What follows belongs to an exercise in optimizing a design on an open flow for small area, a short achievable clock period and few clock cycles per item; a production flow would make more cautious choices. At most, simulation tests tie the RTL to the original design; equivalence was not proved. Power is estimated from default activity; no workload was simulated.

==> job 1706 <==
==> flow/design.v <==
`default_nettype none
package rv_pkg;
  localparam int XLEN = 32;
  typedef logic [XLEN-1:0] xlen_t;
endpackage
`default_nettype wire
`timescale 1ns/10ps
`default_nettype none
module pfx_add #(
  parameter int W = 32
) (
  input  wire logic [W-1:0] x,
  input  wire logic [W-1:0] y,
  input  wire logic         ci,
  output logic [W-1:0]      s
);
  logic [W-1:0] p0, g0, p, g;
  always_comb begin
    p0 = x ^ y;
    g0 = x & y;
    p  = p0;
    g  = g0;
    g[0] = g0[0] | (p0[0] & ci);
    for (int i = 0; (1 << i) < W; i++)
      for (int j = 0; j < W; j++)
        if (j[i]) begin
          g[j] = g[j] | (p[j] & g[((j >> i) << i) - 1]);
          p[j] = p[j] & p[((j >> i) << i) - 1];
        end
    s = p0 ^ {g[W-2:0], ci};
  end
endmodule
module lt_tree #(
  parameter int W = 32
) (
  input  wire logic [W-1:0] x,
  input  wire logic [W-1:0] y,
  output logic              lt
);
  logic [W-1:0] g, p;
  always_comb begin
    g = x & ~y;
    p = ~(x ^ y);
    for (int d = 1; d < W; d = d * 2)
      for (int j = W - 1; j >= 0; j--)
        if ((j % (2 * d)) == (2 * d - 1)) begin
          g[j] = g[j] | (p[j] & g[j - d]);
          p[j] = p[j] & p[j - d];
        end
    lt = ~(g[W-1] | p[W-1]);
  end
endmodule
`default_nettype wire
`timescale 1ns/10ps
`default_nettype none
module rv_exec_top (
  input  wire logic        clk,
  input  wire logic        rst_n,
  input  wire logic        in_valid,
  output logic             in_ready,
  input  wire logic [31:0] in_insn,
  input  wire logic [31:0] in_pc,
  input  wire logic [31:0] in_rs1_data,
  input  wire logic [31:0] in_rs2_data,
  output logic             out_valid,
  input  wire logic        out_ready,
  output logic [4:0]       out_rd,
  output logic             out_wb_en,
  output logic [31:0]      out_wdata,
  output logic             out_br_taken,
  output logic [31:0]      out_next_pc,
  output logic             out_illegal
);
  logic [31:0] insn, pc, a, b;
  assign insn = in_insn;
  assign pc   = in_pc;
  assign a    = in_rs1_data;
  assign b    = in_rs2_data;
  logic [2:0] f3;
  logic [6:0] f7;
  logic       f7_base, f7_alt;
  logic       is_op, is_opimm, is_lui, is_auipc, is_jal, is_jalr, is_br;
  assign f3      = insn[14:12];
  assign f7      = insn[31:25];
  assign f7_base = (f7 == 7'b0000000);
  assign f7_alt  = (f7 == 7'b0100000);
  assign is_op    = (insn[6:0] == 7'b0110011);
  assign is_opimm = (insn[6:0] == 7'b0010011);
  assign is_lui   = (insn[6:0] == 7'b0110111);
  assign is_auipc = (insn[6:0] == 7'b0010111);
  assign is_jal   = (insn[6:0] == 7'b1101111);
  assign is_jalr  = (insn[6:0] == 7'b1100111);
  assign is_br    = (insn[6:0] == 7'b1100011);
  logic illegal;
  always_comb begin
    illegal = 1'b1;
    if (is_op)
      illegal = !(f7_base || (f7_alt && (f3 == 3'b000 || f3 == 3'b101)));
    else if (is_opimm)
      illegal = (f3 == 3'b001) ? !f7_base :
                (f3 == 3'b101) ? !(f7_base || f7_alt) : 1'b0;
    else if (is_lui || is_auipc || is_jal)
      illegal = 1'b0;
    else if (is_jalr)
      illegal = (f3 != 3'b000);
    else if (is_br)
      illegal = (f3[2:1] == 2'b01);
  end
  logic writes;
  assign writes = is_op | is_opimm | is_lui | is_auipc | is_jal | is_jalr;
  logic [31:0] imm_i, imm_u, imm_b, imm_j;
  assign imm_i = {{20{insn[31]}}, insn[31:20]};
  assign imm_u = {insn[31:12], 12'b0};
  assign imm_b = {{20{insn[31]}}, insn[7], insn[30:25], insn[11:8], 1'b0};
  assign imm_j = {{12{insn[31]}}, insn[19:12], insn[20], insn[30:21], 1'b0};
  logic [31:0] op_b;
  logic [31:0] x_ab;
  logic        lt_u, lt_s, eq;
  assign op_b = insn[5] ? b : imm_i;
  assign x_ab = a ^ op_b;
  assign eq   = (x_ab == 32'd0);
  lt_tree #(.W(32)) u_lt (
    .x (a), .y (op_b), .lt (lt_u)
  );
  assign lt_s = (a[31] ^ op_b[31]) ? a[31] : lt_u;
  logic        use_a, use_pc;
  logic        op_reg, sub;
  logic [31:0] imm, x_in, y_in, sum;
  assign use_a  = (insn[4] & ~insn[2]) | (insn[2] & ~insn[3] & ~insn[4]);
  assign use_pc = ~use_a & ~(insn[5] & insn[4] & insn[2]);
  assign op_reg = insn[5] & insn[4] & ~insn[2];
  assign sub    = op_reg & insn[30];
  always_comb begin
    if (insn[2])
      imm = insn[4] ? imm_u : insn[3] ? imm_j : imm_i;
    else
      imm = insn[6] ? imm_b : imm_i;
  end
  assign x_in = ({32{use_a}} & a) | ({32{use_pc}} & pc);
  assign y_in = op_reg ? (b ^ {32{sub}}) : imm;
  pfx_add #(.W(32)) u_add (
    .x (x_in), .y (y_in), .ci (sub), .s (sum)
  );
  logic        sh_left;
  logic        sh_fill;
  logic [4:0]  shamt;
  logic [31:0] sh_in, sh_out;
  assign sh_left = ~f3[2];
  assign sh_fill = insn[30] & a[31] & f3[2];
  assign shamt   = op_b[4:0];
  always_comb begin
    for (int i = 0; i < 32; i++) sh_in[i] = sh_left ? a[31-i] : a[i];
  end
  assign sh_out = 32'($signed({sh_fill, sh_in}) >>> shamt);
  logic [31:0] pc_inc;
  logic        cond, taken, redirect;
  pfx_add #(.W(30)) u_inc (
    .x (pc[31:2]), .y (30'd0), .ci (1'b1), .s (pc_inc[31:2])
  );
  assign pc_inc[1:0] = pc[1:0];
  always_comb begin
    case (f3[2:1])
      2'b00:   cond = eq;
      2'b10:   cond = lt_s;
      default: cond = lt_u;
    endcase
  end
  assign taken    = is_br & ~illegal & (cond ^ f3[0]);
  assign redirect = taken | ((is_jal | is_jalr) & ~illegal);
  logic [31:0] wdata, next_pc;
  logic        alu_form;
  logic        sel_sum, sel_link, sel_sll, sel_sr, sel_log, sel_slt;
  logic [31:0] log_res, sh_rev;
  assign alu_form = insn[4] & ~insn[2];
  assign sel_sum  = (insn[4] & insn[2]) | (alu_form & (f3 == 3'b000));
  assign sel_link = insn[6] & insn[2];
  assign sel_sll  = alu_form & (f3 == 3'b001);
  assign sel_sr   = alu_form & (f3 == 3'b101);
  assign sel_log  = alu_form & f3[2] & (f3[1] | ~f3[0]);
  assign sel_slt  = alu_form & (f3[2:1] == 2'b01);
  assign log_res = (x_ab & {32{~(f3[1] & f3[0])}}) | (a & op_b & {32{f3[1]}});
  always_comb begin
    for (int i = 0; i < 32; i++) sh_rev[i] = sh_out[31-i];
  end
  assign wdata = ({32{sel_sum}}  & sum)
               | ({32{sel_link}} & pc_inc)
               | ({32{sel_sll}}  & sh_rev)
               | ({32{sel_sr}}   & sh_out)
               | ({32{sel_log}}  & log_res)
               | {31'd0, sel_slt & (f3[0] ? lt_u : lt_s)};
  assign next_pc = redirect ? {sum[31:1], sum[0] & ~(insn[2] & ~insn[3])} : pc_inc;
  assign in_ready = ~out_valid | out_ready;
  always_ff @(posedge clk or negedge rst_n) begin
    if (!rst_n) begin
      out_valid <= 1'b0;
    end else if (in_ready) begin
      out_valid <= in_valid;
    end
  end
  always_ff @(posedge clk) begin
    if (in_ready) begin
      out_rd       <= insn[11:7];
      out_wb_en    <= writes & ~illegal & (insn[11:7] != 5'd0);
      out_wdata    <= wdata;
      out_br_taken <= taken;
      out_next_pc  <= next_pc;
      out_illegal  <= illegal;
    end
  end
endmodule
`default_nettype wire
==> flow/run.sh <==
#!/bin/bash
# synth_recipe.tcl (not shown) runs the flow's synth.tcl, then flattens the netlist and writes it again
# the make line also repeats each setting of config.mk as NAME=value (left out here)
make -C /OpenROAD-flow-scripts/flow DESIGN_CONFIG=/design/flow/config.mk WORK_HOME=/design/flow/orfs CLKGATE_MAP_FILE= SYNTH_SCRIPT=/design/flow/synth_recipe.tcl finish
==> flow/config.mk <==
export PLATFORM = sky130hd
export DESIGN_NAME = rv_exec_top
export DESIGN_NICKNAME = rv_exec_top
export VERILOG_FILES = /design/flow/design.v
export SDC_FILE = /design/flow/constraint.sdc
export NUM_CORES = 4
export LEC_CHECK = 0
export CAP_MARGIN = 20
export CORE_MARGIN = 2
export CORE_UTILIZATION = 50
export GPL_TIMING_DRIVEN = 0
export SETUP_SLACK_MARGIN = 0.3
export SLEW_MARGIN = 20
==> flow/constraint.sdc <==
create_clock -name core_clock -period 5.0 [get_ports {clk}]
set_input_delay 1.0000 -clock core_clock [delete_from_list [all_inputs] [get_ports {clk}]]
set_output_delay 1.0000 -clock core_clock [all_outputs]
set_load 0.01 [all_outputs]
==> job 5204: changes against job 1706 <==
--- a/flow/design.v
+++ b/flow/design.v
@@ -37,3 +37,4 @@
   input  wire logic [W-1:0] y,
-  output logic              lt
+  output logic              lt,
+  output logic              eq
 );
@@ -50,2 +51,3 @@
     lt = ~(g[W-1] | p[W-1]);
+    eq = p[W-1];
   end
@@ -120,5 +122,4 @@
   assign x_ab = a ^ op_b;
-  assign eq   = (x_ab == 32'd0);
   lt_tree #(.W(32)) u_lt (
-    .x (a), .y (op_b), .lt (lt_u)
+    .x (a), .y (op_b), .lt (lt_u), .eq (eq)
   );
@@ -184,9 +185,14 @@
   end
-  assign wdata = ({32{sel_sum}}  & sum)
-               | ({32{sel_link}} & pc_inc)
-               | ({32{sel_sll}}  & sh_rev)
-               | ({32{sel_sr}}   & sh_out)
-               | ({32{sel_log}}  & log_res)
-               | {31'd0, sel_slt & (f3[0] ? lt_u : lt_s)};
-  assign next_pc = redirect ? {sum[31:1], sum[0] & ~(insn[2] & ~insn[3])} : pc_inc;
+  logic hold;
+  assign hold  = ~in_ready;
+  assign wdata = ({32{sel_sum  & in_ready}} & sum)
+               | ({32{sel_link & in_ready}} & pc_inc)
+               | ({32{sel_sll  & in_ready}} & sh_rev)
+               | ({32{sel_sr   & in_ready}} & sh_out)
+               | ({32{sel_log  & in_ready}} & log_res)
+               | {31'd0, sel_slt & in_ready & (f3[0] ? lt_u : lt_s)}
+               | ({32{hold}} & out_wdata);
+  assign next_pc = ({32{redirect & in_ready}} & {sum[31:1], sum[0] & ~(insn[2] & ~insn[3])})
+                 | ({32{~redirect & in_ready}} & pc_inc)
+                 | ({32{hold}} & out_next_pc);
   assign in_ready = ~out_valid | out_ready;
@@ -200,2 +206,6 @@
   always_ff @(posedge clk) begin
+    out_wdata   <= wdata;
+    out_next_pc <= next_pc;
+  end
+  always_ff @(posedge clk) begin
     if (in_ready) begin
@@ -203,5 +213,3 @@
       out_wb_en    <= writes & ~illegal & (insn[11:7] != 5'd0);
-      out_wdata    <= wdata;
       out_br_taken <= taken;
-      out_next_pc  <= next_pc;
       out_illegal  <= illegal;
==> flow/flow/run.sh (new file) <==
#!/bin/bash
set -euo pipefail
printf '%s\n' 'export BUFFER_PORTS_ARGS = -buffer_cell sky130_fd_sc_hd__buf_1' >> config.mk
bash standard.sh > standard.log 2>&1
==> flow/standard.sh (new file) <==
#!/bin/bash
# synth_recipe.tcl (not shown) runs the flow's synth.tcl, then flattens the netlist and writes it again
# the make line also repeats each setting of config.mk as NAME=value (left out here)
make -C /OpenROAD-flow-scripts/flow DESIGN_CONFIG=/design/flow/config.mk WORK_HOME=/design/flow/orfs CLKGATE_MAP_FILE= SYNTH_SCRIPT=/design/flow/synth_recipe.tcl "${@:-finish}"
--- a/flow/config.mk
+++ b/flow/config.mk
@@ -10,2 +10,3 @@
 export CORE_UTILIZATION = 50
+export CTS_BUF_LIST = sky130_fd_sc_hd__clkbuf_8
 export GPL_TIMING_DRIVEN = 0
@@ -13 +14,2 @@
 export SLEW_MARGIN = 20
+export BUFFER_PORTS_ARGS = -buffer_cell sky130_fd_sc_hd__buf_1
removed: flow/run.sh
==> job 2686: changes against job 1706 <==
==> flow/design.v (replaced) <==
`default_nettype none
package rv_pkg;
  localparam int XLEN = 32;
  typedef logic [XLEN-1:0] xlen_t;
endpackage
`default_nettype wire
`timescale 1ns/10ps
`default_nettype none
module rv_exec_top (
  input  wire logic        clk,
  input  wire logic        rst_n,
  input  wire logic        in_valid,
  output logic             in_ready,
  input  wire logic [31:0] in_insn,
  input  wire logic [31:0] in_pc,
  input  wire logic [31:0] in_rs1_data,
  input  wire logic [31:0] in_rs2_data,
  output logic             out_valid,
  input  wire logic        out_ready,
  output logic [4:0]       out_rd,
  output logic             out_wb_en,
  output logic [31:0]      out_wdata,
  output logic             out_br_taken,
  output logic [31:0]      out_next_pc,
  output logic             out_illegal
);
  logic [31:0] insn, pc, a, b;
  assign insn = in_insn;
  assign pc   = in_pc;
  assign a    = in_rs1_data;
  assign b    = in_rs2_data;
  logic [2:0] f3;
  logic [6:0] f7;
  logic       f7_base, f7_alt;
  logic       is_op, is_opimm, is_lui, is_auipc, is_jal, is_jalr, is_br;
  assign f3      = insn[14:12];
  assign f7      = insn[31:25];
  assign f7_base = (f7 == 7'b0000000);
  assign f7_alt  = (f7 == 7'b0100000);
  assign is_op    = (insn[6:0] == 7'b0110011);
  assign is_opimm = (insn[6:0] == 7'b0010011);
  assign is_lui   = (insn[6:0] == 7'b0110111);
  assign is_auipc = (insn[6:0] == 7'b0010111);
  assign is_jal   = (insn[6:0] == 7'b1101111);
  assign is_jalr  = (insn[6:0] == 7'b1100111);
  assign is_br    = (insn[6:0] == 7'b1100011);
  logic illegal;
  always_comb begin
    illegal = 1'b1;
    if (is_op)
      illegal = !(f7_base || (f7_alt && (f3 == 3'b000 || f3 == 3'b101)));
    else if (is_opimm)
      illegal = (f3 == 3'b001) ? !f7_base :
                (f3 == 3'b101) ? !(f7_base || f7_alt) : 1'b0;
    else if (is_lui || is_auipc || is_jal)
      illegal = 1'b0;
    else if (is_jalr)
      illegal = (f3 != 3'b000);
    else if (is_br)
      illegal = (f3[2:1] == 2'b01);
  end
  logic writes;
  assign writes = is_op | is_opimm | is_lui | is_auipc | is_jal | is_jalr;
  logic [31:0] imm_i, imm_u, imm_b, imm_j;
  assign imm_i = {{20{insn[31]}}, insn[31:20]};
  assign imm_u = {insn[31:12], 12'b0};
  assign imm_b = {{20{insn[31]}}, insn[7], insn[30:25], insn[11:8], 1'b0};
  assign imm_j = {{12{insn[31]}}, insn[19:12], insn[20], insn[30:21], 1'b0};
  logic [31:0] op_b;
  logic        sub;
  logic [32:0] diff;
  logic        lt_u, lt_s, eq;
  logic [31:0] x_ab;
  assign op_b = insn[5] ? b : imm_i;
  assign sub  = (f3 != 3'b000) | (insn[5] & insn[30]);
  assign diff = {1'b0, a} + {1'b0, sub ? ~op_b : op_b} + {32'd0, sub};
  assign lt_u = ~diff[32];
  assign lt_s = (a[31] ^ op_b[31]) ? a[31] : diff[31];
  assign x_ab = a ^ op_b;
  assign eq   = (x_ab == 32'd0);
  logic        sh_left;
  logic        sh_fill;
  logic [4:0]  shamt;
  logic [31:0] sh_in, sh_out, sh_res;
  assign sh_left = ~f3[2];
  assign sh_fill = insn[30] & a[31] & f3[2];
  assign shamt   = op_b[4:0];
  always_comb begin
    for (int i = 0; i < 32; i++) sh_in[i] = sh_left ? a[31-i] : a[i];
  end
  assign sh_out = 32'($signed({sh_fill, sh_in}) >>> shamt);
  always_comb begin
    for (int i = 0; i < 32; i++) sh_res[i] = sh_left ? sh_out[31-i] : sh_out[i];
  end
  logic [31:0] alu_res;
  always_comb begin
    case (f3)
      3'b000:  alu_res = diff[31:0];
      3'b010:  alu_res = {31'd0, lt_s};
      3'b011:  alu_res = {31'd0, lt_u};
      3'b100:  alu_res = x_ab;
      3'b110:  alu_res = a | op_b;
      3'b111:  alu_res = a & op_b;
      default: alu_res = sh_res;
    endcase
  end
  logic [31:0] pc_inc;
  logic [31:0] t_base, t_imm, t_sum;
  assign pc_inc = {pc[31:2] + 30'd1, pc[1:0]};
  assign t_base = is_jalr ? a : pc;
  assign t_imm  = insn[4] ? imm_u : insn[3] ? imm_j : insn[2] ? imm_i : imm_b;
  assign t_sum  = t_base + t_imm;
  logic cond, taken, redirect;
  always_comb begin
    case (f3[2:1])
      2'b00:   cond = eq;
      2'b10:   cond = lt_s;
      default: cond = lt_u;
    endcase
  end
  assign taken    = is_br & ~illegal & (cond ^ f3[0]);
  assign redirect = taken | ((is_jal | is_jalr) & ~illegal);
  logic [31:0] wdata, next_pc;
  always_comb begin
    if (is_lui)                wdata = imm_u;
    else if (is_auipc)         wdata = t_sum;
    else if (is_jal | is_jalr) wdata = pc_inc;
    else                       wdata = alu_res;
  end
  assign next_pc = redirect ? {t_sum[31:1], t_sum[0] & ~is_jalr} : pc_inc;
  assign in_ready = ~out_valid | out_ready;
  always_ff @(posedge clk or negedge rst_n) begin
    if (!rst_n) begin
      out_valid <= 1'b0;
    end else if (in_ready) begin
      out_valid <= in_valid;
    end
  end
  always_ff @(posedge clk) begin
    if (in_ready) begin
      out_rd       <= insn[11:7];
      out_wb_en    <= writes & ~illegal & (insn[11:7] != 5'd0);
      out_wdata    <= wdata;
      out_br_taken <= taken;
      out_next_pc  <= next_pc;
      out_illegal  <= illegal;
    end
  end
endmodule
`default_nettype wire
--- a/flow/config.mk
+++ b/flow/config.mk
@@ -9,5 +9,3 @@
 export CORE_MARGIN = 2
-export CORE_UTILIZATION = 50
-export GPL_TIMING_DRIVEN = 0
-export SETUP_SLACK_MARGIN = 0.3
+export CORE_UTILIZATION = 40
 export SLEW_MARGIN = 20
==> qor summary <==
Total die area: job 2686 34500 µm²; job 5204 21800 µm²; job 1706 22300 µm²
Cell taking the most area after synthesis: job 2686 sky130_fd_sc_hd__edfxtp_1; job 5204 sky130_fd_sc_hd__dfxtp_1; job 1706 sky130_fd_sc_hd__edfxtp_1
Status: job 2686 no timing/DRC/antenna violations; job 5204 no timing/DRC/antenna violations; job 1706 no timing/DRC/antenna violations
Switching power: job 2686 1.72 mW; job 5204 1.51 mW; job 1706 1.39 mW
Clock buf count: job 2686 11; job 5204 9; job 1706 9
Sequential fraction of total cell area: job 2686 0.110; job 5204 0.128; job 1706 0.153
Setup slack of the most critical reg-to-reg path: job 2686 3.38 ns; job 5204 1.88 ns; job 1706 3.67 ns
CP startpoint: job 2686 in_insn[31]; job 5204 in_insn[4]; job 1706 in_insn[23]
Number of synthesis warnings: job 2686 1; job 5204 4; job 1706 4
Starting DRT DRC Count: job 2686 1894; job 5204 1831; job 1706 2085
Well Taps: job 2686 442; job 5204 270; job 1706 275
Critical-path maximum fanout: job 2686 15; job 5204 10; job 1706 10
Number of enable flip-flop cells after synthesis: job 2686 72; job 5204 8; job 1706 72
Fraction of the mapped netlist area in adder cells: job 2686 0.123; job 5204 0.130; job 1706 0.127
Initial standard-cell utilization of the core: job 2686 0.406; job 5204 0.510; job 1706 0.506
Vias per cell: job 2686 6.11; job 5204 6.85; job 1706 6.73
Mapped Area: job 2686 13200 µm²; job 5204 10300 µm²; job 1706 10600 µm²
Number of setup buffers added after CTS: job 2686 14; job 5204 6; job 1706 35
Die width: job 2686 186 µm; job 5204 148 µm; job 1706 149 µm
Area share of the largest cell type after synthesis: job 2686 0.164; job 5204 0.124; job 1706 0.205
Final-layout fill cell count: job 2686 2963; job 5204 2013; job 1706 1785
Max Freq: job 2686 203 MHz; job 5204 215 MHz; job 1706 211 MHz
Cells after DPL: job 2686 2686; job 5204 1847; job 1706 1749
Testbench counts of job 1706, summed over its fixed seeds: cycles 8,008, items 8,000.
Testbench counts of job 5204, summed over its fixed seeds: cycles 8,008, items 8,000.
No functional check of the RTL was part of job 2686.

[afterwards: timing with drivers on the ports]
No port has a modelled driver above. Below, the same layouts with a new extraction and two added sets of constraints.
Step 1 assumes that a clkbuf_16 drives the clock port and a buf_2 every other input.
Step 2 times the ports against the registers' clock, not the clock port: input delays grow and output delays shrink by t, the midpoint of the rising clock arrivals with the driver on.
a / b / c = ideal / step 1 / step 2; a / b = the first two.
| run | shift t [ns] | setup WS [ns] | slew at the worst register clock pin (ns) | worst slew at a driven data input, ns |
|---|---|---|---|---|
| job 1706 | 0.401 | 0.251 / 0.256 / -0.145 | 0.07 / 0.07 | 0.06 |
| job 5204 | 0.393 | 0.343 / 0.329 / -0.064 | 0.10 / 0.10 | 0.05 |
| job 2686 | 0.403 | 0.069 / 0.085 / -0.318 | 0.07 / 0.07 | 0.06 |
With both steps, setup timing fails in every run listed, where it was met with ideal ports. For job 5204, which loses most, drivers alone change the setup slack by -0.014 ns; drivers and shift together by -0.407 ns.
